Source: an optimization exercise on an open RTL-to-GDS flow (aim: small area, a short achievable clock period and few clock cycles per item). Production flows keep margins and buffers that such runs may drop. The RTL was checked by simulation tests, not by an equivalence proof against the original design. Power is estimated from default activity; no workload was simulated.

== run 1 ==
## echo_median_distance_filter_unit
module echo_median_distance_filter_unit #(
  parameter int WINDOW = 5
) (
  input  logic                 clk,
  input  logic                 rst,
  input  logic                 in_valid,
  output logic                 in_stall,
  input  logic [DUR_W-1:0]     echo_duration_us,
  output logic                 out_valid,
  input  logic                 out_stall,
  output logic [DIST_W-1:0]    distance_q8,
  output logic                 found,
  output logic [COUNT_W-1:0]   kept_count,
  input  logic                 cfg_valid,
  output logic                 cfg_ready,
  input  logic [CFG_IDX_W-1:0] cfg_index,
  input  logic [31:0]          cfg_data
);
Size: ~1200 cells after synthesis.
clock: 7.0 ns
lec_check: 0
cap_margin: 20
core_margin: 2
core_utilization: 40
setup_slack_margin: 4.2
slew_margin: 20
standard.sh (not shown) runs the stock make flow with config.mk's settings and CLKGATE_MAP_FILE= SYNTH_SCRIPT=/design/flow/synth_recipe.tcl, a recipe that flattens the netlist after the stock synthesis.
==> flow/flow/run.sh <==
#!/bin/bash
# Standard layout (the standard.sh: standard synthesis, ORFS floorplan to finish), with
# two changes: the port buffers are sky130_fd_sc_hd__buf_2 instead of the cell buffer_ports
# picks by default (clkdlybuf4s50_1, a delay cell), and timing repair may resize a cell to
# any cell of the same function (MATCH_CELL_FOOTPRINT=0). Every port still gets its buffer.
set -euo pipefail
bash standard.sh BUFFER_PORTS_ARGS="-buffer_cell sky130_fd_sc_hd__buf_2" MATCH_CELL_FOOTPRINT=0 finish > standard_flow.log 2>&1
Testbench counts of run 1, summed over its fixed seeds: cycles 8,208, items 1,600.
Setup changes, run 1 to run 2
==> flow/run.sh (new file) <==
#!/bin/bash
# synth_recipe.tcl (not shown) runs the flow's synth.tcl, then flattens the netlist and writes it again
# the make line also repeats each setting of config.mk as NAME=value (left out here)
make -C /OpenROAD-flow-scripts/flow DESIGN_CONFIG=/design/flow/config.mk WORK_HOME=/design/flow/orfs CLKGATE_MAP_FILE= SYNTH_SCRIPT=/design/flow/synth_recipe.tcl finish
removed: flow/flow/run.sh
removed: flow/standard.sh
## What came out
- Re delay of the slowest cell on the worst path: run 1 was higher than run 2.
- Sort run 2 and run 1 by leakage power desc -> top: run 2
- Actual slew at the worst max-slew pin for run 2: 110 ps up relative to run 1
- Diff run 1 -> run 2: non-clock buffer count rose by about 2.2%, routed wire length dropped 150 µm, clock latency reported for the late side of the worst-skew pair saw little to no change, maximum achievable frequency went down, final RePlAce weighted congestion dropped about 1.4%.
- Fraction of power spent switching nets across run 2 and run 1: no real change.
Edits applied to the flow inputs when going from run 2 to run 3:
# run 2
export LEC_CHECK = 0
export CAP_MARGIN = 20
export CORE_MARGIN = 2
export CORE_UTILIZATION = 40
export SETUP_SLACK_MARGIN = 4.2
export SLEW_MARGIN = 20
create_clock -name core_clock -period 7.0 [get_ports {clk}]
# run 3
export LEC_CHECK = 0
export CAP_MARGIN = 20
export CORE_MARGIN = 2
export CORE_UTILIZATION = 40
export SETUP_SLACK_MARGIN = 4.5
export SLEW_MARGIN = 20
create_clock -name core_clock -period 7.0 [get_ports {clk}]
[summary]
Run 3 closes out successfully: all stages finished, all timing, DRC and antenna checks passed. Looking at cell type of the slowest stage on the worst timing path, the sky130_fd_sc_hd__edfxtp_1 result is from run 2; the sky130_fd_sc_hd__fa_1 one comes from run 3. Taking run 3 over run 2, the first-iteration DRC count ratio works out to 1.2. [run 3] total iterations of the first detailed-routing run rose 2 relative to run 2. [compare] base=run 2 new=run 3: via count went up; via density per instance went up; fraction of area in registers went down; TritonCTS buffer count did not really move.

---

echo_median_distance_filter_unit again, from the RTL that the note above started with.
## echo_median_distance_filter_unit
module echo_median_distance_filter_unit #(
  parameter int WINDOW = 5
) (
  input  logic                 clk,
  input  logic                 rst,
  input  logic                 in_valid,
  output logic                 in_stall,
  input  logic [DUR_W-1:0]     echo_duration_us,
  output logic                 out_valid,
  input  logic                 out_stall,
  output logic [DIST_W-1:0]    distance_q8,
  output logic                 found,
  output logic [COUNT_W-1:0]   kept_count,
  input  logic                 cfg_valid,
  output logic                 cfg_ready,
  input  logic [CFG_IDX_W-1:0] cfg_index,
  input  logic [31:0]          cfg_data
);
  logic [SPEED_W-1:0] speed;
  emdf_pkg::dist_t    min_dist;
  logic               min_zero;
  emdf_pkg::dur_t     limit;
  logic               lim_exact;
  logic [4:0]         div_cnt;
  logic               div_busy;
  logic               div_init;
  logic               div_first;
  logic               div_sat;
  logic [12:0]        div_r2;
  logic [13:0]        div_diff;
  logic [11:0]        div_rem;
  logic               div_q;
  logic               in_acc;
  logic               ir_v;
  emdf_pkg::dur_t     ir_d;
  logic               ins;
  logic [2:0]         pos;
  logic [2:0]         kept;
  logic               keep;
  logic               win_full;
  emdf_pkg::dur_t     median;
  logic               xfer;
  logic               med_v;
  emdf_pkg::dur_t     med;
  logic [2:0]         med_count;
  logic               start;
  logic               idle;
  logic               step;
  logic [2:0]         phase;
  logic [11:0]        acc_s;
  logic [11:0]        acc_c;
  logic               acc_cin;
  logic [7:0]         prod_mid;
  logic [11:0]        s_next;
  logic [11:0]        c_next;
  logic               cout;
  logic [3:0]         low;
  logic [2:0]         res_count;
  logic               ir_v_next;
  ...
export LEC_CHECK = 0
export CAP_MARGIN = 20
export CORE_MARGIN = 2
export CORE_UTILIZATION = 60
export SETUP_SLACK_MARGIN = 4.2
export SLEW_MARGIN = 20
create_clock -name core_clock -period 7.0 [get_ports {clk}]
==> flow/flow/run.sh <==
#!/bin/bash
# Standard layout (the standard.sh: standard synthesis, ORFS floorplan to finish), with
# one change: the port buffers are sky130_fd_sc_hd__buf_2 instead of the cell buffer_ports
# picks by default (clkdlybuf4s50_1, a delay cell). Every port still gets its buffer.
set -euo pipefail
bash standard.sh BUFFER_PORTS_ARGS="-buffer_cell sky130_fd_sc_hd__buf_2" finish > standard_flow.log 2>&1
The baseline produced a clean layout.
Testbench counts at the start, summed over its fixed seeds: cycles 8,208, items 1,600.
Edit:
- CORE_UTILIZATION: 60 -> 40
- SETUP_SLACK_MARGIN: 4.2 -> 4.4
The changed run passed the timing, design-rule and antenna checks.
Power goes up by 3.0%.
Worst setup slack is better by 44 ps.
Non-clock buffer count increases by 34.
Cell area came out higher by 6.3%.
Count of clock-buffer cells in the layout rose by 1.
Edit:
- CTS_CLUSTER_DIAMETER: default -> 80
- CTS_CLUSTER_SIZE: default -> 40
- SETUP_SLACK_MARGIN: 4.4 -> 4.2
After rerunning: Wire length went down by a few percent. Die area stays the same. Sequential power is about the same. Sequential cell count does not change. Sequential share of layout area grows by 1.6 points. Utilization came out lower by 2.0 points. Count of clock-buffer cells in the layout drops by 1. Power stays flat. Final cell count went down slightly. Area after synthesis is unchanged.
Edit:
- CTS_CLUSTER_DIAMETER: 80 -> default
- CTS_CLUSTER_SIZE: 40 -> default
- PLACE_DENSITY: default -> 0.75
=>
- final area barely changes
- wire length is higher by 0.81%
- maximum frequency decreases by 3.1%
- non-clock buffer count fell by 1
- setup slack got worse by 87 ps
- total power decreases by 0.62%
- via count is higher by 2.6%
- critical path depth stays the same
- worst hold slack hardly moves
Edit:
==> flow/run.sh (new file) <==
#!/bin/bash
# synth_recipe.tcl (not shown) runs the flow's synth.tcl, then flattens the netlist and writes it again
# the make line also repeats each setting of config.mk as NAME=value (left out here)
make -C /OpenROAD-flow-scripts/flow DESIGN_CONFIG=/design/flow/config.mk WORK_HOME=/design/flow/orfs CLKGATE_MAP_FILE= SYNTH_SCRIPT=/design/flow/synth_recipe.tcl finish
- PLACE_DENSITY: 0.75 -> default
- SETUP_SLACK_MARGIN: 4.2 -> 3.9
removed: flow/flow/run.sh
removed: flow/standard.sh
Combinational power stays flat; worst hold slack improves by 6.9 ps; core utilization goes up by 0.17 points.

## re-timing with driven ports
How much do the figures lean on ideal ports? The routed layouts below were timed once more, with nothing changed but the port constraints. Step 1: set_driving_cell puts a clkbuf_16 on clk and a buf_2 on each other input, an assumption about the parent block. Step 2 adds t to the input delays and takes it off the output delays; t is the mean of the earliest and latest rising clock arrival at the registers after step 1. Input paths then give back, and output paths get back, about the clock's delay inside the block. Slacks: no drivers / after step 1 / after step 2; pairs: no drivers / after step 1.
run	t, ns	setup slack, ns	worst setup path after step 2	latest minus earliest clock arrival (ns)	pins driven straight from the clock port
run 1	0.478	4.282 / 4.282 / 3.926	input to register	0.014 / 0.014	1
run 2	0.483	4.260 / 4.222 / 3.815	input to register	0.016 / 0.016	1
run 3	0.487	4.295 / 4.295 / 4.133	input to register	0.013 / 0.012	1
the first run of note 2	0.475	4.246 / 4.246 / 3.961	input to register	0.016 / 0.016	1
the second run of note 2	0.482	4.290 / 4.290 / 4.042	input to register	0.013 / 0.013	1
the third run of note 2	0.485	4.253 / 4.253 / 3.939	input to register	0.013 / 0.013	1
the fourth run of note 2	0.474	4.166 / 4.166 / 3.903	input to register	0.016 / 0.015	1
the fifth run of note 2	0.482	3.980 / 3.998 / 3.516	input to register	0.012 / 0.012	1
After both steps setup and hold are still met in every run listed. For the fifth run of note 2, which loses most, drivers alone change the setup slack by +0.018 ns; drivers and shift together by -0.464 ns.
